This is an optimization exercise on Yosys and OpenROAD, whose aim is small area, a short achievable clock period and few clock cycles per item, not a production implementation.
The RTL was checked by simulation tests, not by an equivalence proof against the original design.
Power and IR drop assume default switching activity.

### flow/run.sh
#!/bin/bash
# synth_recipe.tcl (not shown) runs the flow's synth.tcl, then flattens the netlist and writes it again
# the make line also repeats each setting of config.mk as NAME=value (left out here)
make -C /OpenROAD-flow-scripts/flow DESIGN_CONFIG=/design/flow/config.mk WORK_HOME=/design/flow/orfs CLKGATE_MAP_FILE= SYNTH_SCRIPT=/design/flow/synth_recipe.tcl finish
### flow/config.mk
export PLATFORM = sky130hd
export DESIGN_NAME = farthest_key_eviction_cache_tags_top
export DESIGN_NICKNAME = farthest_key_eviction_cache_tags_top
export VERILOG_FILES = /design/flow/design.v
export SDC_FILE = /design/flow/constraint.sdc
export NUM_CORES = 4
export LEC_CHECK = 0
export CAP_MARGIN = 20
export CORE_MARGIN = 2
export CORE_UTILIZATION = 55
export SETUP_SLACK_MARGIN = 1.5
export SLEW_MARGIN = 20
export TNS_END_PERCENT = 5
### flow/constraint.sdc
create_clock -name core_clock -period 4.5 [get_ports {i_clk}]
set_input_delay 0.9000 -clock core_clock [delete_from_list [all_inputs] [get_ports {i_clk}]]
set_output_delay 0.9000 -clock core_clock [all_outputs]
set_load 0.01 [all_outputs]
### flow/design.v
`timescale 1ns / 1ps
package fkect_pkg;
    localparam int KEY_W  = 31;
    localparam int SLOT_W = 4;
    localparam int CAP    = 16;
endpackage
`timescale 1ns / 1ps
module fkect_ram (
    input  logic                            i_clk,
    input  logic                            i_rst_n,
    input  logic [fkect_pkg::KEY_W-1:0]     i_key_e,
    input  logic [fkect_pkg::CAP-1:0]       i_lt_e,     
    input  logic                            i_go,       
    input  logic                            i_down,     
    input  logic                            i_zero_e,   
    input  logic [fkect_pkg::SLOT_W-1:0]    i_slot,     
    input  logic [fkect_pkg::KEY_W-1:0]     i_key_c,
    output logic [fkect_pkg::CAP-1:0]       o_lt_c,     
    output logic [fkect_pkg::SLOT_W-1:0]    o_hit_slot_c,  
    output logic                            o_hit_c,    
    output logic [fkect_pkg::KEY_W-1:0]     o_lo_up,    
    output logic [fkect_pkg::KEY_W-1:0]     o_hi_dn,    
    output logic                            o_lo_k,     
    output logic                            o_lo_n,     
    output logic                            o_hi_k,     
    output logic                            o_hi_p,     
    output logic                            o_full,
    output logic                            o_zero,     
    output logic [fkect_pkg::KEY_W-1:0]     o_lo,
    output logic [fkect_pkg::KEY_W-1:0]     o_hi,
    output logic [fkect_pkg::SLOT_W-1:0]    o_lo_slot,
    output logic [fkect_pkg::SLOT_W-1:0]    o_hi_slot
);
    localparam int N = fkect_pkg::CAP;
    localparam int W = fkect_pkg::KEY_W;
    localparam int S = fkect_pkg::SLOT_W;
    logic [W-1:0] r_nkey [N];    
    logic [W-1:0] r_key  [N];
    logic [S-1:0] r_slot [N];
    logic [N-1:0] r_v;
    logic         r_zero;
    logic [W-1:0] n_key  [N];    
    logic         zero_next;
    for (genvar i = 0; i < N; i++) begin : g_inv
        assign r_key[i] = ~r_nkey[i];
    end
    assign o_full    = r_v[N-1];
    assign o_zero    = r_zero;
    assign o_lo      = r_lo;
    assign o_hi      = r_key[N-1];
    assign o_lo_slot = r_zero ? r_slot[1] : r_slot[0];
    assign o_hi_slot = r_slot[N-1];
    logic [S-1:0] c_slot;
    always_comb begin
        c_slot = '0;
        for (int i = 0; i < N; i++) begin
            c_slot = c_slot | (c_eq[i] ? r_slot[i] : '0);
        end
    end
    assign o_hit_slot_c = (i_go && k_eq) ? i_slot : c_slot;
    assign zero_next = r_zero || (i_go && i_zero_e);
    always_ff @(posedge i_clk) begin
        if (!i_rst_n) begin
            r_zero <= 1'b0;
            r_v    <= '0;
        end else if (i_go) begin
            r_zero <= zero_next;
            r_v    <= {r_v[N-2:0], 1'b1};
        end
    end
    logic [N-1:0] sel_k, sel_n, sel_p;
    assign o_lo_up = r_lon;
    assign o_hi_dn = r_key[N-2];
    assign o_lo_k  = r_zero ? sel_k[1] : (sel_k[0] && !i_zero_e);
    assign o_lo_n  = r_zero ? sel_n[1] : (sel_n[0] && !i_zero_e);
    assign o_hi_k  = sel_k[N-1];
    assign o_hi_p  = sel_p[N-1];
    logic [W-1:0] r_lo, r_lon;
    logic         lon_k, lon_p, lon_n;
    assign lon_k = r_zero ? sel_k[2] : (sel_k[1] && !i_zero_e);
    assign lon_p = r_zero ? sel_p[2] : (sel_p[1] && !i_zero_e);
    assign lon_n = r_zero ? sel_n[2] : sel_n[1];
    always_ff @(posedge i_clk) begin
        if (o_lo_k) begin
            r_lo <= i_key_e;
        end else if (o_lo_n) begin
            r_lo <= r_lon;
        end
        if (lon_k) begin
            r_lon <= i_key_e;
        end else if (lon_p) begin
            r_lon <= r_lo;
        end else if (lon_n) begin
            r_lon <= r_zero ? r_key[3] : r_key[2];
        end
    end
    logic [N-1:0] c_lt, c_eq;
    logic         k_lt, k_eq;
    for (genvar i = 0; i < N; i++) begin : g_cmp
        logic lt, eq;
        fkect_cmp #(.W(W)) u_cmp (.i_a(r_key[i]), .i_b(i_key_c), .o_lt(lt), .o_eq(eq));
        assign c_lt[i] = r_v[i] && lt;
        assign c_eq[i] = r_v[i] && eq;
    end
    fkect_cmp #(.W(W)) u_cmp_k (.i_a(i_key_e), .i_b(i_key_c), .o_lt(k_lt), .o_eq(k_eq));
    logic [N+1:0] lt_x;    
    assign lt_x = {1'b0, i_lt_e, 1'b1};
    logic [N-1:0] victim;
    for (genvar i = 0; i < N; i++) begin : g_vic
        if (i == 0) begin : g_v0
            assign victim[i] = i_go && o_full && i_down && !r_zero;
        end else if (i == 1) begin : g_v1
            assign victim[i] = i_go && o_full && i_down && r_zero;
        end else if (i == N - 1) begin : g_v15
            assign victim[i] = i_go && o_full && !i_down;
        end else begin : g_vn
            assign victim[i] = 1'b0;
        end
    end
    assign o_hit_c = (i_go && k_eq) || |(c_eq & ~victim);
    for (genvar i = 0; i < N; i++) begin : g_ent
        logic [W-1:0] prev_key, next_key;
        logic [S-1:0] prev_slot, next_slot;
        logic         prev_lt, next_lt;
        logic         take_k, take_prev, take_next;
        logic         s_k, s_p, s_n, s_h;
        if (i == 0) begin : g_lo
            assign prev_key  = '0;
            assign prev_slot = '0;
            assign prev_lt   = 1'b0;
        end else begin : g_mid
            assign prev_key  = r_key[i-1];
            assign prev_slot = r_slot[i-1];
            assign prev_lt   = c_lt[i-1];
        end
        if (i == N - 1) begin : g_hi
            assign next_key  = '0;
            assign next_slot = '0;
            assign next_lt   = 1'b0;
        end else begin : g_mid2
            assign next_key  = r_key[i+1];
            assign next_slot = r_slot[i+1];
            assign next_lt   = c_lt[i+1];
        end
        always_comb begin
            take_k    = 1'b0;
            take_prev = 1'b0;
            take_next = 1'b0;
            if (!i_down) begin
                take_k    = !lt_x[i+1] && lt_x[i];
                take_prev = !lt_x[i];
            end else if (!(i == 0 && r_zero)) begin
                take_next = lt_x[i+2];
                take_k    = lt_x[i+1] && !lt_x[i+2];
            end
        end
        assign s_k = i_go && take_k;
        assign s_p = i_go && take_prev;
        assign s_n = i_go && take_next;
        assign s_h = !(s_k || s_p || s_n);
        assign sel_k[i] = s_k;
        assign sel_n[i] = s_n;
        assign sel_p[i] = s_p;
        assign n_key[i] = ({W{s_k}} & i_key_e)  | ({W{s_p}} & prev_key) |
                          ({W{s_n}} & next_key) | ({W{s_h}} & r_key[i]);
        always_ff @(posedge i_clk) begin
            r_nkey[i] <= ~n_key[i];
            r_slot[i] <= ({S{s_k}} & i_slot)    | ({S{s_p}} & prev_slot) |
                         ({S{s_n}} & next_slot) | ({S{s_h}} & r_slot[i]);
        end
        assign o_lt_c[i] = (s_k && k_lt) || (s_p && prev_lt) || (s_n && next_lt) || (s_h && c_lt[i]);
    end
endmodule
module fkect_cmp #(
    parameter int W = 31
) (
    input  logic [W-1:0] i_a,
    input  logic [W-1:0] i_b,
    output logic         o_lt,
    output logic         o_eq
);
    if (W == 1) begin : g_bit
        assign o_lt = !i_a[0] && i_b[0];
        assign o_eq = !(i_a[0] ^ i_b[0]);
    end else begin : g_split
        localparam int WL = W / 2;
        localparam int WH = W - WL;
        logic lt_h, eq_h, lt_l, eq_l;
        fkect_cmp #(.W(WH)) u_h (.i_a(i_a[W-1:WL]), .i_b(i_b[W-1:WL]), .o_lt(lt_h), .o_eq(eq_h));
        fkect_cmp #(.W(WL)) u_l (.i_a(i_a[WL-1:0]), .i_b(i_b[WL-1:0]), .o_lt(lt_l), .o_eq(eq_l));
        assign o_lt = lt_h || (eq_h && lt_l);
        assign o_eq = eq_h && eq_l;
    end
endmodule
`timescale 1ns / 1ps
module fkect_ctrl (
    input  logic i_clk,
    input  logic i_rst_n,
    input  logic i_req_valid,
    output logic o_req_ready,
    input  logic i_rsp_ready,
    output logic o_rsp_valid,
    output logic o_move,       
    output logic o_exec        
);
    logic r_ve, r_vh;
    assign o_exec      = r_ve && (!r_vh || i_rsp_ready);
    assign o_req_ready = !r_ve || o_exec;
    assign o_move      = i_req_valid && o_req_ready;
    assign o_rsp_valid = r_vh;
    always_ff @(posedge i_clk) begin
        if (!i_rst_n) begin
            r_ve <= 1'b0;
            r_vh <= 1'b0;
        end else begin
            r_ve <= o_move || (r_ve && !o_exec);
            r_vh <= o_exec || (r_vh && !i_rsp_ready);
        end
    end
endmodule
`timescale 1ns / 1ps
module fkect_dp (
    input  logic                          i_clk,
    input  logic                          i_rst_n,
    input  logic                          i_move,
    input  logic                          i_exec,
    input  logic [fkect_pkg::KEY_W-1:0]   i_line_number,
    output logic                          o_hit,
    output logic [fkect_pkg::SLOT_W-1:0]  o_slot,
    output logic                          o_evicted,
    output logic [fkect_pkg::KEY_W-1:0]   o_evicted_line
);
    localparam int N = fkect_pkg::CAP;
    localparam int W = fkect_pkg::KEY_W;
    localparam int S = fkect_pkg::SLOT_W;
    localparam int RW = 1 + S + 1 + W;
    assign key_c = i_line_number;
    logic [W-1:0] key_c;
    logic [W-1:0] r_key_e;
    logic [N-1:0] r_lt_e;
    logic [S-1:0] r_hit_slot_e;
    logic         r_ev_e;       
    logic [S-1:0] r_count;
    logic [N-1:0] lt_c;
    logic [S-1:0] hit_slot_c;
    logic [W-1:0] lo_up, hi_dn, lo_key, hi_key;
    logic         lo_k, lo_n, hi_k, hi_p;
    logic [S-1:0] lo_slot, hi_slot, hit_slot, new_slot;
    logic         full, zero, hit, go;
    logic         ev_c, hit_c;
    logic         r_hit_e;
    fkect_ram u_tags (
        .i_clk     (i_clk),
        .i_rst_n   (i_rst_n),
        .i_key_e   (r_key_e),
        .i_lt_e    (r_lt_e),
        .i_go      (go),
        .i_down    (full && r_ev_e),
        .i_zero_e  (r_key_e == '0),
        .i_slot    (new_slot),
        .i_key_c   (key_c),
        .o_lt_c    (lt_c),
        .o_hit_slot_c (hit_slot_c),
        .o_hit_c   (hit_c),
        .o_lo_up   (lo_up),
        .o_hi_dn   (hi_dn),
        .o_lo_k    (lo_k),
        .o_lo_n    (lo_n),
        .o_hi_k    (hi_k),
        .o_hi_p    (hi_p),
        .o_full    (full),
        .o_zero    (zero),
        .o_lo      (lo_key),
        .o_hi      (hi_key),
        .o_lo_slot (lo_slot),
        .o_hi_slot (hi_slot)
    );
    assign hit      = r_hit_e;
    assign go       = i_exec && !hit;
    assign new_slot = !full ? r_count : (r_ev_e ? lo_slot : hi_slot);
    logic [6:0] ev_pair, ev_sel;
    fkect_ev u_ev0 (.i_k(key_c), .i_lo(lo_key), .i_hi(hi_key),  .o_ev(ev_pair[0]));
    fkect_ev u_ev1 (.i_k(key_c), .i_lo(lo_key), .i_hi(hi_dn),   .o_ev(ev_pair[1]));
    fkect_ev u_ev2 (.i_k(key_c), .i_lo(lo_key), .i_hi(r_key_e), .o_ev(ev_pair[2]));
    fkect_ev u_ev3 (.i_k(key_c), .i_lo(lo_up),  .i_hi(hi_key),  .o_ev(ev_pair[3]));
    fkect_ev u_ev4 (.i_k(key_c), .i_lo(lo_up),  .i_hi(r_key_e), .o_ev(ev_pair[4]));
    fkect_ev u_ev5 (.i_k(key_c), .i_lo(r_key_e), .i_hi(hi_dn),  .o_ev(ev_pair[5]));
    fkect_ev u_ev6 (.i_k(key_c), .i_lo(r_key_e), .i_hi(hi_key), .o_ev(ev_pair[6]));
    logic lo_h, hi_h;
    assign lo_h      = !lo_k && !lo_n;
    assign hi_h      = !hi_k && !hi_p;
    assign ev_sel[0] = lo_h && hi_h;
    assign ev_sel[1] = lo_h && hi_p;
    assign ev_sel[2] = lo_h && hi_k;
    assign ev_sel[3] = lo_n && !hi_k;
    assign ev_sel[4] = lo_n && hi_k;
    assign ev_sel[5] = lo_k && hi_p;
    assign ev_sel[6] = lo_k && !hi_p;
    assign ev_c      = |(ev_sel & ev_pair);
    always_ff @(posedge i_clk) begin
        if (i_move) begin
            r_key_e <= key_c;
            r_lt_e  <= lt_c;
            r_hit_slot_e <= hit_slot_c;
            r_hit_e <= hit_c;
            r_ev_e  <= ev_c;
        end
    end
    always_ff @(posedge i_clk) begin
        if (!i_rst_n) begin
            r_count <= '0;
        end else if (go && !full) begin
            r_count <= r_count + S'(1);
        end
    end
    logic [RW-1:0] rsp_new, r_head;
    assign rsp_new = {hit,
                      hit ? r_hit_slot_e : new_slot,
                      !hit && full,
                      (!hit && full) ? (r_ev_e ? lo_key : hi_key) : W'(0)};
    always_ff @(posedge i_clk) begin
        if (i_exec) begin
            r_head <= rsp_new;
        end
    end
    assign {o_hit, o_slot, o_evicted, o_evicted_line} = r_head;
endmodule
module fkect_ev (
    input  logic [fkect_pkg::KEY_W-1:0] i_k,
    input  logic [fkect_pkg::KEY_W-1:0] i_lo,
    input  logic [fkect_pkg::KEY_W-1:0] i_hi,
    output logic                        o_ev
);
    logic [31:0] a, b, c, s, cy, ns, cc;
    logic        lt;
    assign a  = {i_k, 1'b0};
    assign b  = ~{1'b0, i_lo};
    assign c  = ~{1'b0, i_hi};
    assign s  = a ^ b ^ c;
    assign cy = (a & b) | (a & c) | (b & c);
    assign ns = ~s;
    assign cc = {cy[30:0], 1'b1};
    fkect_cmp #(.W(32)) u_cmp (.i_a(cc), .i_b(ns), .o_lt(lt), .o_eq());
    assign o_ev = !lt;
endmodule
`timescale 1ns / 1ps
module farthest_key_eviction_cache_tags_top (
    input  logic        i_clk,
    input  logic        i_rst_n,
    input  logic        i_req_valid,
    output logic        o_req_ready,
    input  logic [30:0] i_req_line_number,
    output logic        o_rsp_valid,
    input  logic        i_rsp_ready,
    output logic        o_rsp_hit,
    output logic [3:0]  o_rsp_slot,
    output logic        o_rsp_evicted,
    output logic [30:0] o_rsp_evicted_line
);
    logic move, exec;
    fkect_ctrl u_ctrl (
        .i_clk            (i_clk),
        .i_rst_n          (i_rst_n),
        .i_req_valid      (i_req_valid),
        .o_req_ready      (o_req_ready),
        .i_rsp_ready      (i_rsp_ready),
        .o_rsp_valid      (o_rsp_valid),
        .o_move           (move),
        .o_exec           (exec)
    );
    fkect_dp u_dp (
        .i_clk            (i_clk),
        .i_rst_n          (i_rst_n),
        .i_move           (move),
        .i_exec           (exec),
        .i_line_number    (i_req_line_number),
        .o_hit            (o_rsp_hit),
        .o_slot           (o_rsp_slot),
        .o_evicted        (o_rsp_evicted),
        .o_evicted_line   (o_rsp_evicted_line)
    );
endmodule
==> run notes, run 1 <==
In the post-synthesis netlist, the biggest area contributors are sky130_fd_sc_hd__dfxtp_1 22%, sky130_fd_sc_hd__ha_1 18%, sky130_fd_sc_hd__edfxtp_1 8.7%. After synthesis, the mean cell area works out to 8.97 sq um. For the HPWL after detailed placement, the log shows 159,000 microns. Data on the critical path is required at its endpoint by 4940 ps.

The initial utilization of the core area, before any placement, comes to 55.4%. Once layout is complete, the utilization of the core stands at 63.5%. The run gives 0.0276 W as the overall power of the completed layout.

At the end of routability-driven placement, the weighted congestion stood at 1.01. In the final routed layout, each cell accounts on average for 30.2 microns. The number of hold-slack violations in the final timing report was 0; the y dimension of the die was 313 microns.

The via count of the first global-routing pass is 48,400, and the setup skew after layout is 17.2 ps. The clock-pin slew on the worst setup and hold paths works out to 60 ps. The worst setup path is launched from an input port. Yosys mapped the design onto 81 distinct sky130hd cell types. For this run, the number of Yosys warnings is 11. For this run, the detailed router's first-pass iteration total came to 8. The total congestion overflow after global routing was 0; the signal arrival time at the worst endpoint was 3630 ps. Dividing the detail-routed via count by the number of cells gives 6.86. Summed over all nets, wire length on met3 after detailed routing comes to 22,700 microns. Sorting the synthesized cells by how often they occur yields 738 x sky130_fd_sc_hd__ha_1, 668 x sky130_fd_sc_hd__nor2_1, 583 x sky130_fd_sc_hd__dfxtp_1. The detailed-route via count is 50,500, and the gate count after technology mapping is 5,870. The analysis attributes to cell leakage a power of 25.8 nW. The setup slack on the worst flop-to-flop path is 1390 ps. The first routing iteration left 6,548 violations.

TritonCTS built the clock tree. In this run the count of I/O pins placed on the die edge is 74. The maximum clock frequency came out at 314 MHz. The logs give 3 for the maximum clock path buffer count and 86 for the number of clock buffers inserted by TritonCTS. The floorplan has 113 rows. At the later pin of the worst-skew pair, clock insertion delay measures 690 ps. The area of all placed cells without fillers was 60,300 sq um. After detailed routing, the number of remaining DRC violations is 0. Cell area after synthesis: 52,700 sq um.

The final wirelength is 222,000 microns. The number of flops mapped to enable cells by yosys is 152. The transition time at the pin with the least slew margin was 1030 ps. Detailed routing placed a total of 96,500 microns of wire on met2.

In this run the clock root is driven by a sky130_fd_sc_hd__clkbuf_16. In the post-synthesis netlist, the cell with the most instances is sky130_fd_sc_hd__ha_1. In this run the worst path has a maximum fanout of 14. The final layout net count is 6,999, and the routed length on met1 is 85,400 microns. For this run, the leading register cell type out of synthesis is sky130_fd_sc_hd__dfxtp_1. Entering global routing, the biggest net connects 63 pins. The core area was 95,000 sq um; the cell area after placement was 55,800 sq um.

The worst hold-check slack is 492 ps, and the number of antenna violations at the first check in global routing is 5. Count of pins over their slew limit: 0. Hold repair after CTS inserted 0 buffers. The share of Yosys cell area claimed by the top area cell type is 22.2%. The run gives 0 ps as the final-layout setup total negative slack. For the maximum level of the CTS H-tree, the log shows 3.

The startpoint-to-endpoint class of the critical path is in2reg. Of all cell types, the one taking the most synthesized area is sky130_fd_sc_hd__dfxtp_1. The die is 313 microns wide.

The floorplan die area is 98,300 sq um. The run gives 6,853 as the synthesized net count. Of the cells placed in the final design, the portion with a size suffix greater than 1 is 11.7%. The flow ran to the end and the layout has no timing, DRC or antenna violations. Remaining max-slew budget at the tightest pin: 31.4%. The worst setup path is captured at a flip-flop. Across the run, the number of max-cap violations was 0. The worst path uses 70.8% of the clock period. After synthesis, the share of flip-flops with an asynchronous set or reset is 0%. The proportion of synthesized chip area in sequential cells is 30.8%.

The synthesized design contains 735 register bits. Routed signal wires occupy layers up through met5. Setup repair after global routing could not meet its margin everywhere.

Total of buffers placed on input and output ports: 73. Setup violations remaining at the end of the flow were counted as 0. For this run, the total global-route usage over all layers was measured as 44.3%.

The global-route wire length before repair was 324,000 microns. The area overhead of the layout relative to synthesis was 14.6%. The power density of the placed cells works out to 458 nW/um^2. The time the worst path needs with I/O delays and setup came out at 3190 ps. The number of clock sinks seen by CTS is 735. The worst hold-check path type was reg2reg.

In this run the remaining antenna-violating nets after routing total 0. The maximum ir drop on the vdd rail is 0.339 mV.
[worst paths after layout]
check                                 start                        end  cells past startpoint
setup / recovery       i_req_line_number[3]             u_dp.r_lt_e[2]                     11
hold / removal    u_dp.u_tags.r_slot[10][2]  u_dp.u_tags.r_slot[10][2]                      2
setup reg to reg            u_dp.r_key_e[3]       u_dp.u_tags.r_lon[7]                     12
hold reg to reg   u_dp.u_tags.r_slot[10][2]  u_dp.u_tags.r_slot[10][2]                      2
[stage by stage]
step,setup WS [ps],instances
global route,1270,7352
CTS,1410,7336
detailed placement,90.7,7096
finish,1310,7354
global placement,122,7096
floorplan,1450,5870
[cells by family (layout without fill, tap and decap cells)]
logic type / Yosys count / after routing / synth area share, %
and+or+nand+nor: 1421 / 1421 / 12.4
AOI/OAI and AO/OA: 1938 / 1938 / 24.8
adders and majority gates: 948 / 948 / 25.5
other: 0 / 2 / 0
muxes: 20 / 20 / 0.411
xor gates and xnor gates: 3 / 3 / 0.0499
DFF: 735 / 735 / 30.8
buffers and inverters: 805 / 1022 / 6.00
[power breakdown]
part / switching [W] / internal, W
Sequential: 0.00279 / 0.00830
Combinational: 0.00513 / 0.00406
Clock: 0.00313 / 0.00421
Total: 0.0111 / 0.0166
[cell type report]
type                    instances  area [sq um]
fillers                      8106         34700
flip-flops and latches        735         16300
inverters                     447          1700
multi-input cells            4330         33900
clock buffers                 122          2570
well taps                    1265          1580
diodes                          2          5.00
clock inverters                37           314
repair buffers                416          4000
[worst max-delay path, cell delays in order]
cell	delay (ps)
sky130_fd_sc_hd__buf_4	260
sky130_fd_sc_hd__buf_6	300
sky130_fd_sc_hd__ha_1	290
sky130_fd_sc_hd__nand2_1	160
sky130_fd_sc_hd__nor2_1	70
sky130_fd_sc_hd__a211oi_1	280
sky130_fd_sc_hd__o311ai_0	200
sky130_fd_sc_hd__o21bai_1	410
sky130_fd_sc_hd__nand4_1	260
sky130_fd_sc_hd__o2bb2ai_1	190
sky130_fd_sc_hd__a221o_1	280
[repair_timing]
item	4_1_cts	5_1_grt
gates resized for setup	169	62
pin swaps	26	22
setup endpoints to repair	535	162
setup buffers	74	15
cloned	7	1
[flip-flops by register name (all words and copies together) (netlist names), 4 cells and up]
signal	count
u_dp.u_tags.r_v	16
u_dp.u_tags.r_lon	31
u_dp.r_lt_e	16
u_dp.r_count	4
u_dp.r_hit_slot_e	4
u_dp.u_tags.r_nkey	496
u_dp.r_key_e	31
u_dp.u_tags.r_slot	64
u_dp.r_head	37
u_dp.u_tags.r_lo	31
[placed cells by master, fill, tap and decap left out, types with 14 or more instances in the layout]
cell,count
sky130_fd_sc_hd__nand2_1,294
sky130_fd_sc_hd__clkbuf_1,17
sky130_fd_sc_hd__and3_1,14
sky130_fd_sc_hd__clkdlybuf4s50_1,41
sky130_fd_sc_hd__nor2_1,661
sky130_fd_sc_hd__and4_1,15
sky130_fd_sc_hd__clkinv_2,18
sky130_fd_sc_hd__a21o_1,133
sky130_fd_sc_hd__o21a_1,23
sky130_fd_sc_hd__buf_6,20
sky130_fd_sc_hd__nand4_1,123
sky130_fd_sc_hd__or3_1,19
sky130_fd_sc_hd__clkbuf_16,95
sky130_fd_sc_hd__a222oi_1,60
sky130_fd_sc_hd__a21boi_0,18
sky130_fd_sc_hd__nor2b_1,65
sky130_fd_sc_hd__a211oi_1,492
sky130_fd_sc_hd__o21ai_0,172
sky130_fd_sc_hd__buf_12,42
sky130_fd_sc_hd__a22o_1,18
sky130_fd_sc_hd__nand3_1,53
sky130_fd_sc_hd__fa_1,210
sky130_fd_sc_hd__ha_1,734
sky130_fd_sc_hd__buf_4,282
sky130_fd_sc_hd__or2_2,16
sky130_fd_sc_hd__a21oi_1,333
sky130_fd_sc_hd__edfxtp_1,152
sky130_fd_sc_hd__inv_1,427
sky130_fd_sc_hd__o22ai_1,470
sky130_fd_sc_hd__nand2b_1,14
sky130_fd_sc_hd__a221oi_1,28
sky130_fd_sc_hd__nor3_1,33
sky130_fd_sc_hd__o221a_2,32
sky130_fd_sc_hd__o211ai_1,22
sky130_fd_sc_hd__and2_1,20
sky130_fd_sc_hd__dfxtp_1,570
[routing by layer]
metal,vias to the layer above,GRT usage [%]
met5,-,0
met4,8,27.7
met3,794,9.72
met2,3074,68.7
met1,24300,56.2
li1,22200,-
Testbench counts, summed over its fixed seeds: cycles 16,016, items 16,000.
==> run 2: changes to the inputs <==
--- a/flow/config.mk
+++ b/flow/config.mk
@@ -8,6 +8,7 @@
 export CAP_MARGIN = 20
 export CORE_MARGIN = 2
 export CORE_UTILIZATION = 55
+export CTS_BUF_LIST = sky130_fd_sc_hd__clkbuf_8
+export CTS_CLUSTER_SIZE = 30
 export SETUP_SLACK_MARGIN = 1.5
 export SLEW_MARGIN = 20
-export TNS_END_PERCENT = 5
==> run 2 against run 1 <==
Net effect:
- flip-flop and latch count unchanged
- largest cell class unchanged
- final area shrank 0.25%
- synthesized cell count unchanged
- via count increased by 0.44%
- count of clock-buffer cells in the layout grew 50
- combinational power about the same
- final cell count up 1.1%
==> run notes, run 2 <==
Number of hold-slack violations in the final timing report: 0 (unchanged). The tools report the core area as 95,000 sq um (unchanged). The detailed-route via count is 50,700 (+0.44%), and the gate count after technology mapping is 5,870 (unchanged). The standby leakage power came out at 25.8 nW (+0.11%). The time the worst path needs with I/O delays and setup is 3040 ps (-148 ps).

Count of unique library cells instantiated by Yosys: 81 (unchanged). The share of flip-flops with an asynchronous set or reset after synthesis works out to 0% (unchanged). The startpoint-to-endpoint class of the critical path was in2reg. Post-detailed-route wirelength per cell: 29.8 microns (-1.3%).

The maximum clock path buffer count was 3 (unchanged). The cell that appears most often on the critical path is sky130_fd_sc_hd__a21o_1. The run gives 18.5 ps (-72.2 ps) as the placement-stage worst setup slack. The effective utilization at floorplan came out at 55.4% (unchanged). Top cell family by delay on the critical path: compound AO/OA/AOI/OAI gates. The area growth from synthesis to layout is 14.3%. Walking the worst path, the cells encountered are clkbuf_4 > buf_4 > ha_1 > a21o_1 > a21o_1 > a21oi_1 > o311ai_0 > o21bai_1 > nand4_1 > o2bb2ai_1 > a221o_1. The tools report the global-route wire length before repair as 323,000 microns (-0.20%). The area taken by multi-input logic gates is 33,900 sq um (about the same), and the final cycle utilization of the critical path is 67.6% (-3.3 points). The logs give 11 (unchanged) for the number of warnings printed during yosys synthesis and 113 (unchanged) for the number of placement rows. The run gives 27.9% (-3.5 points) as the remaining max-slew budget at the tightest pin.

The run finished with no timing, DRC or antenna violations. In the final layout, the registers with the most flip-flops are u_dp.u_tags.r_nkey: 496 flops, u_dp.u_tags.r_slot: 64 flops, u_dp.r_head: 37 flops. Clock insertion delay at the later pin of the skew report: 880 ps (+190 ps). For the maximum ir drop on the vdd rail, the log shows 0.340 mV (+0.52%). By area the synthesized netlist is led by sky130_fd_sc_hd__dfxtp_1 22%, sky130_fd_sc_hd__ha_1 18%, sky130_fd_sc_hd__edfxtp_1 8.7%.

The transition time at the pin with the least slew margin is 1080 ps (+52.4 ps). The horizontal die dimension works out to 313 microns (unchanged). TritonCTS built the clock tree.

Setup repair after global routing could not meet its margin everywhere. The clock-pin slew on the worst setup and hold paths came out at 70 ps (about the same). In the layout the commonest cells are 733 x sky130_fd_sc_hd__ha_1, 659 x sky130_fd_sc_hd__nor2_1, 564 x sky130_fd_sc_hd__dfxtp_1, 489 x sky130_fd_sc_hd__a211oi_1, 470 x sky130_fd_sc_hd__o22ai_1. Among all cell types in the netlist, the one instantiated most often is sky130_fd_sc_hd__ha_1. The worst path buffer plus inverter count came out at 2 (unchanged). Standard cell with the maximum stage delay on the critical path: sky130_fd_sc_hd__o21bai_1. The count of pins over their slew limit was 0 (unchanged). Register containing the most flip-flops in the final layout: u_dp.u_tags.r_nkey. For the routability-driven placement congestion ratio, the log shows 0.991 (-1.4%). The run gives 6,853 (unchanged) as the synthesized net count.

Slack of the critical path: 1460 ps (+148 ps). Proportion of synthesized chip area in sequential cells: 30.8% (unchanged). Buffer type at the clock tree root: sky130_fd_sc_hd__clkbuf_8. Setup skew after layout: 32.7 ps (+15.5 ps).

The sequential cell area was 16,300 sq um (about the same); the floorplan die area was 98,300 sq um (unchanged). The startpoint type of the worst setup path was an input port. The flip-flop and latch count after synthesis was 735 (unchanged); the total of buffers placed on input and output ports was 73 (unchanged).

The count of endpoints failing setup in the final report was 0 (unchanged). The share of Yosys cell area claimed by the top area cell type is 22.2% (unchanged), and the worst hold-check slack is 365 ps (-127 ps). For the maximum clock frequency, the log shows 329 MHz (+4.9%).

The worst endpoint required time came out at 5130 ps (+190 ps). The cell area after synthesis was 52,700 sq um (unchanged); the starting DRC count in detailed routing was 7,145 (+9.1%). Power density of the placed cells: 456 nW/um^2 (-0.47%).

The worst hold-check path type was in2reg. The number of antenna violations at the first check in global routing is 3 (-2). The share of post-route cells with drive strength above 1 came out at 12.6% (+0.84 points). The number of flops mapped to enable cells by yosys is 152 (unchanged). The average cell area after synthesis is 8.97 sq um (unchanged).

Number of filler instances in the final layout: 8,140 (+0.42%). Among all flip-flop cells after synthesis, the most frequent one is sky130_fd_sc_hd__dfxtp_1. The library cell used most frequently in the layout, excluding fill and tap cells, is sky130_fd_sc_hd__ha_1. The run gives 0 (unchanged) as the total congestion overflow after global routing. The synthesized design spends more area on one cell type than any other, namely sky130_fd_sc_hd__dfxtp_1.

The global routing usage summed across all routing layers was 44.3% (about the same). Mean number of vias per cell: 6.82 (-0.64%). For the maximum level of the CTS H-tree, the log shows 4 (+1). The run gives 140 (+63%) as the number of clock buffers inserted by TritonCTS.

For the final wirelength, the log shows 221,000 microns (-0.18%). For the pin count of the biggest net entering global routing, the log shows 65 (+3.2%). The remaining design rule violation count was 0 (unchanged).

The endpoint class of the critical path is a flip-flop. For the total iterations of the first detailed-routing run, the log shows 6 (-2). The via count of the first global-routing pass was 48,200 (-0.53%); the number of clock sinks seen by CTS was 735 (unchanged).

For the reported max-cap violation count, the log shows 0 (unchanged). The y dimension of the die is 313 microns (unchanged), and the final layout net count is 7,039 (+0.57%). Flip-flop count of the largest register after layout: 496 (unchanged). The signal arrival time at the worst endpoint came out at 3670 ps (+40 ps).

The delay of the slowest cell on the worst path was 430 ps (+20 ps). The I/O pin count is 74 (unchanged), and the hold buffer count at CTS is 0 (unchanged). The run gives 0 (unchanged) as the post-detailed-route count of antenna-violating nets. Largest driver fanout on the critical path: 16 (+2). Ranked by instance count, the synthesized netlist is headed by 738 x sky130_fd_sc_hd__ha_1, 668 x sky130_fd_sc_hd__nor2_1, 583 x sky130_fd_sc_hd__dfxtp_1.

The HPWL after detailed placement was 160,000 microns (+0.33%).
[run 2: report_power, final]
| part | internal [W] | leakage [nW] | switching [W] |
|---|---|---|---|
| Combinational | 0.00406 | 17.9 | 0.00511 |
| Clock | 0.00391 | 1.64 | 0.00324 |
| Sequential | 0.00830 | 6.34 | 0.00280 |
| Total | 0.0163 | 25.8 | 0.0111 |
[run 2: routing by layer]
layer	track usage (%)	wire length, microns	vias up
met4	29.0	16400	2
met3	10.8	23300	791
li1	-	-	22300
met5	0	10	-
met2	66.6	94800	3177
met1	56.8	86900	24400
[run 2: worst paths after layout]
kind / startpoint / end / slack, ps / cells past startpoint
max: i_req_line_number[11] / u_dp.r_lt_e[2] / 1460 / 11
min: i_req_line_number[21] / u_dp.r_key_e[21] / 360 / 1
max reg2reg: u_dp.u_tags.r_lo[23] / u_dp.r_ev_e / 1470 / 12
min reg2reg: u_dp.u_tags.r_slot[7][2] / u_dp.u_tags.r_slot[7][2] / 490 / 2
[run 2: cells by family after synthesis]
group           share of synthesized area, %
xor+xnor                              0.0499
fa+ha+maj                               25.5
simple gates                            12.4
buf+inv                                 6.00
mux                                    0.411
flops                                   30.8
compound gates                          24.8
[run 2: timing repair]
| item | 4_1_cts | 5_1_grt |
|---|---|---|
| gates cloned | 3 | 2 |
| endpoints found under the setup margin | 341 | 202 |
| setup buffers | 64 | 23 |
| pin swaps | 21 | 28 |
| gates resized for setup | 115 | 104 |
[run 2: metrics by stage]
step	util (%)	instance area [sq um]	instances	power (W)	setup TNS (ps)
CTS	62.7	59600	7403	0.0269	0
finish	63.3	60200	7434	0.0274	0
global route	63.3	60200	7432	0.0289	0
global placement	58.6	55700	7086	0.0194	-27.6
detailed placement	58.6	55700	7086	0.0197	0
floorplan	-	52700	5870	0.0159	0
[run 2: worst reg2reg max path, cell delays in order, from the launching register on]
cell	delay (ps)
sky130_fd_sc_hd__edfxtp_1	370
sky130_fd_sc_hd__inv_2	60
sky130_fd_sc_hd__fa_1	500
sky130_fd_sc_hd__inv_2	50
sky130_fd_sc_hd__ha_4	270
sky130_fd_sc_hd__nand4_1	210
sky130_fd_sc_hd__nor4b_2	270
sky130_fd_sc_hd__buf_4	200
sky130_fd_sc_hd__o2111ai_4	190
sky130_fd_sc_hd__o211ai_1	270
sky130_fd_sc_hd__a2111oi_2	140
sky130_fd_sc_hd__o21ai_1	120
sky130_fd_sc_hd__nand4_1	90
[run 2: final cells by class]
cell class	count	share of cell area, %
inverter	447	2.81
tap	1265	2.63
clock inverter	78	0.933
sequential	735	27.0
multi-input combinational	4330	56.4
clock buffer	172	3.93
antenna	5	0.0208
timing repair buffer	402	6.29
==> run 3: changes to the inputs <==
--- a/flow/config.mk
+++ b/flow/config.mk
@@ -7,8 +7,6 @@
 export LEC_CHECK = 0
 export CAP_MARGIN = 20
 export CORE_MARGIN = 2
-export CORE_UTILIZATION = 55
-export CTS_BUF_LIST = sky130_fd_sc_hd__clkbuf_8
-export CTS_CLUSTER_SIZE = 30
+export CORE_UTILIZATION = 40
 export SETUP_SLACK_MARGIN = 1.5
 export SLEW_MARGIN = 20
==> run 3 against run 2 <==
Net effect:
- still clean on timing, DRC and antenna
- clock power rose by about 10%
- synthesized cell count unchanged
- non-clock buffer count is 42 higher
- die area rose by 37%
- clock skew grew 2.6 ps
- fmax fell by 3.8%
- combinational power up 2%
- sequential share of layout area is 0.96 points lower
- worst hold slack better by 130 ps
- synthesized area is the same
- critical path depth increased by 3
- register-to-register slack got worse by 130 ps
- largest cell class unchanged
- largest power group unchanged
==> run notes, run 3 <==
The flow ran to the end and the layout has no timing, DRC or antenna violations. The HPWL after detailed placement is 160,000 microns (about the same). The remaining max-slew budget at the tightest pin is 27.9% (about the same), and the flip-flop and latch count after synthesis is 735 (unchanged).

Count of endpoints failing setup in the final report: 0 (unchanged). The logs give 63 (-3.1%) for the pin count of the biggest net entering global routing and 1340 ps (-130 ps) for the setup slack on the worst flop-to-flop path. The total iterations of the first detailed-routing run came out at 8 (+2). The path with the worst hold slack has its endpoint at u_dp.u_tags.r_slot[3][0]. sky130_fd_sc_hd__ha_1 is the most common cell in the netlist. The largest registers in the layout are u_dp.u_tags.r_nkey: 496 flops, u_dp.u_tags.r_slot: 64 flops, u_dp.r_head: 37 flops.

The post-detailed-route wirelength per cell is 29.0 microns (-2.6%). Global-route wire length before repair: 330,000 microns (+2.0%). The commonest cells after synthesis are 738 x sky130_fd_sc_hd__ha_1, 668 x sky130_fd_sc_hd__nor2_1, 583 x sky130_fd_sc_hd__dfxtp_1. The setup skew after layout was 35.3 ps (+2.62 ps). The detailed-route via count was 50,800 (+0.21%); the largest driver fanout on the critical path was 3 (-13). Total of buffers placed on input and output ports: 73 (unchanged). The effective utilization at floorplan came out at 40.2% (-15 points). The total congestion overflow after global routing was 0 (unchanged).

The horizontal die dimension was 367 microns (+17%); the flip-flop count of the largest register after layout was 496 (unchanged). The final wirelength is 229,000 microns (+3.3%), and the number of antenna violations at the first check in global routing is 5 (+2). The buffer type at the clock tree root was sky130_fd_sc_hd__clkbuf_16. I/O pin count: 74 (unchanged). The worst register-to-register path begins at u_dp.u_tags.r_lo[3]. The cell area after synthesis is 52,700 sq um (unchanged). After synthesis, the cell types taking the most area are sky130_fd_sc_hd__dfxtp_1 22%, sky130_fd_sc_hd__ha_1 18%, sky130_fd_sc_hd__edfxtp_1 8.7%.

The tools report the proportion of synthesized chip area in sequential cells as 30.8% (unchanged). For the post-detailed-route count of antenna-violating nets, the log shows 0 (unchanged). Worst hold-check path type: reg2reg. The maximum level of the CTS H-tree came out at 3 (-1).

The tools report the hold path startpoint as u_dp.u_tags.r_slot[3][0]. Starting DRC count in detailed routing: 6,194 (-13%). The maximum ir drop on the vdd rail is 0.337 mV (-1.1%), and the via count of the first global-routing pass is 48,400 (+0.41%). For the synthesized net count, the log shows 6,853 (unchanged). The clock-pin slew on the worst setup and hold paths was 70 ps (about the same).

The tools report the count of unique library cells instantiated by Yosys as 81 (unchanged). The number of hold-slack violations in the final timing report is 0 (unchanged). The hold buffer count at CTS was 0 (unchanged); the power density of the placed cells was 452 nW/um^2 (-0.78%). The most frequent standard cell in the layout excluding fill and tap cells was sky130_fd_sc_hd__ha_1.

The final layout net count was 7,033 (-0.085%). The mean number of vias per cell was 6.44 (-5.5%). The logs give 3 (unchanged) for the maximum clock path buffer count and 56,600 sq um (+1.5%) for the cell area after placement. The core area was 131,000 sq um (+38%).

For the end-of-flow core utilization, the log shows 47.6% (-16 points). Time the worst path needs with I/O delays and setup: 3160 ps (+120 ps). The tools report the standby leakage power as 26.4 nW (+2.1%). The gate count after technology mapping was 5,870 (unchanged). Area overhead of the layout relative to synthesis: 18.5%.

Register containing the most flip-flops in the final layout: u_dp.u_tags.r_nkey. The routability-driven placement congestion ratio was 0.981 (-0.99%); the number of placement rows was 133 (+18%). The startpoint-to-endpoint class of the critical path was in2reg. The logs give 0 (unchanged) for the count of pins over their slew limit and 0 ps (unchanged) for the final-layout setup total negative slack. The hold path depth is 2 (+1), and the area taken by multi-input logic gates is 34,200 sq um (+0.87%). The run gives 91 (-35%) as the number of clock buffers inserted by TritonCTS. The logs give 0 (unchanged) for the reported max-cap violation count and 3640 ps (-30 ps) for the signal arrival time at the worst endpoint. The share of post-route cells with drive strength above 1 is 13.4% (+0.80 points), and the maximum clock frequency is 316 MHz (-3.8%). The number of filler instances in the final layout was 12,400 (+53%). Startpoint type of the worst setup path: an input port. The worst hold-check slack was 496 ps (+131 ps). For the area of all placed cells without fillers, the log shows 62,400 sq um (+3.7%). The run gives 11 (unchanged) as the number of warnings printed during yosys synthesis. The tools report the end of the worst register-to-register path as u_dp.r_ev_e. The average cell area after synthesis came out at 8.97 sq um (unchanged). Number of cells traversed by the worst register-to-register path: 12 (unchanged).

The floorplan die area came out at 135,000 sq um (+37%). Setup repair after global routing could not meet its margin everywhere. The transition time at the pin with the least slew margin is 1070 ps (-8.76 ps), and the share of flip-flops with an asynchronous set or reset after synthesis is 0% (unchanged). The worst endpoint required time was 4980 ps (-150 ps). The top cell types in the final layout, fill and taps aside, are 733 x sky130_fd_sc_hd__ha_1, 657 x sky130_fd_sc_hd__nor2_1, 572 x sky130_fd_sc_hd__dfxtp_1, 482 x sky130_fd_sc_hd__a211oi_1, 470 x sky130_fd_sc_hd__o22ai_1. The number of clock sinks seen by CTS was 735 (unchanged); the y dimension of the die was 367 microns (+17%).

The synthesized design spends more area on one cell type than any other, namely sky130_fd_sc_hd__dfxtp_1. The sequential cell area is 16,300 sq um (about the same). For the remaining design rule violation count, the log shows 0 (unchanged). The global routing usage summed across all routing layers is 32.7% (-12 points). TritonCTS built the clock tree.

The share of Yosys cell area claimed by the top area cell type is 22.2% (unchanged). The final cycle utilization of the critical path is 70.2% (+2.7 points). The number of flops mapped to enable cells by yosys came out at 152 (unchanged).

STA classifies the critical path endpoint as a flip-flop. For the clock insertion delay at the later pin of the skew report, the log shows 740 ps (-140 ps). In the synthesized netlist the dominant register cell turns out to be sky130_fd_sc_hd__dfxtp_1.
[run 3: cell types whose count changed in the layout (fill, tap and decap cells not counted), sizes merged]
cell / previous run / this run
bufbuf: 3 / 14
clkinv: 25 / 19
dlymetal6s2s: 1 / 0
bufinv: 8 / 5
nor2: 670 / 671
clkbuf: 185 / 147
inv: 482 / 446
clkinvlp: 10 / 11
diode: 5 / 2
dlygate4sd2: 5 / 3
buf: 335 / 370
[run 3: power breakdown]
| group | internal, W | switching (W) |
|---|---|---|
| clock network | 0.00460 | 0.00327 |
| registers | 0.00830 | 0.00270 |
| logic | 0.00416 | 0.00518 |
[run 3: layout make-up]
cell class              instances  share of cell area, %
flip-flops and latches        735                   26.1
clock buffers                 135                   4.48
well taps                    1755                   3.52
multi-input cells            4331                   54.8
diodes                          2                0.00802
inverters                     447                   2.74
repair buffers                444                   7.78
clock inverters                34                  0.562
[run 3: cell families after synthesis]
logic type,count (synthesis),synth area share [%]
DFF,735,30.8
xor gates and xnor gates,3,0.0499
muxes,20,0.411
and+or+nand+nor,1421,12.4
AOI/OAI and AO/OA,1938,24.8
buffers and inverters,805,6.00
adders and majority gates,948,25.5
[run 3: worst max-delay path by stage]
stage,start,cells past startpoint,end
CTS,u_dp.u_tags.r_lo[23],13,u_dp.r_ev_e
finish,i_req_line_number[21],14,u_dp.r_ev_e
global route,u_dp.u_tags.r_lo[6],11,u_dp.r_ev_e
detailed placement,i_req_line_number[13],13,u_dp.r_ev_e
floorplan,i_req_line_number[5],11,u_dp.r_ev_e
global placement,i_req_line_number[13],13,u_dp.r_ev_e
[run 3: routing by layer]
metal,track usage [%],wire [microns],up-vias
li1,-,-,22300
met1,41.8,91300,24700
met2,49.6,97800,3017
met3,8.02,23200,754
met4,19.9,16300,6
met5,0,45,-
[run 3: timing repair]
| action | in CTS | in global routing |
|---|---|---|
| pin swaps | 23 | 28 |
| endpoints found under the setup margin | 594 | 445 |
| buffers inserted | 64 | 33 |
| cloned | 15 | 8 |
| gates resized for setup | 242 | 153 |
[run 3: critical path: stages]
cell and delay (ps):
sky130_fd_sc_hd__buf_8 120, sky130_fd_sc_hd__buf_12 120, sky130_fd_sc_hd__fa_1 550, sky130_fd_sc_hd__inv_2 50
sky130_fd_sc_hd__ha_4 260, sky130_fd_sc_hd__nand4_1 220, sky130_fd_sc_hd__nor4b_2 300, sky130_fd_sc_hd__buf_4 210
sky130_fd_sc_hd__o2111ai_4 170, sky130_fd_sc_hd__buf_6 170, sky130_fd_sc_hd__o211ai_1 210, sky130_fd_sc_hd__a2111oi_2 140
sky130_fd_sc_hd__o21ai_1 120, sky130_fd_sc_hd__nand4_1 100
[run 3: through the flow]
step                setup slack [ps]  cells  power, W
floorplan                       1450   5870    0.0159
global placement                 151   7592    0.0193
detailed placement               150   7592    0.0196
finish                          1340   7883    0.0282
CTS                             1410   7840    0.0277
global route                    1270   7882    0.0298

==> what the ideal ports hide <==
No port has a modelled driver above. Below, the same layouts with a new extraction and two added sets of constraints. Step 1 sets driving cells, clkbuf_16 on the clock port and buf_2 on the other inputs (assumed; they add their load-dependent delay and slew). Step 2 times the ports against the registers' clock, not the clock port: input delays grow and output delays shrink by t, the midpoint of the rising clock arrivals with the driver on. a / b / c = ideal ports / drivers / drivers and shift; a / b = the first two.
| run | shift t [ns] | slack for setup (ns) | worst setup path after step 2 | slew at the worst register clock pin (ns) | pins driven straight from the clock port |
|---|---|---|---|---|---|
| run 1 | 0.764 | 1.312 / 1.369 / 0.605 | input to register | 0.07 / 0.07 | 1 |
| run 2 | 0.943 | 1.460 / 1.472 / 0.580 | input to register | 0.07 / 0.07 | 1 |
| run 3 | 0.803 | 1.340 / 1.342 / 0.583 | input to register | 0.07 / 0.07 | 1 |
After both steps setup and hold are still met in every run listed. For run 2, which loses most, drivers alone change the setup slack by +0.012 ns; drivers and shift together by -0.880 ns.
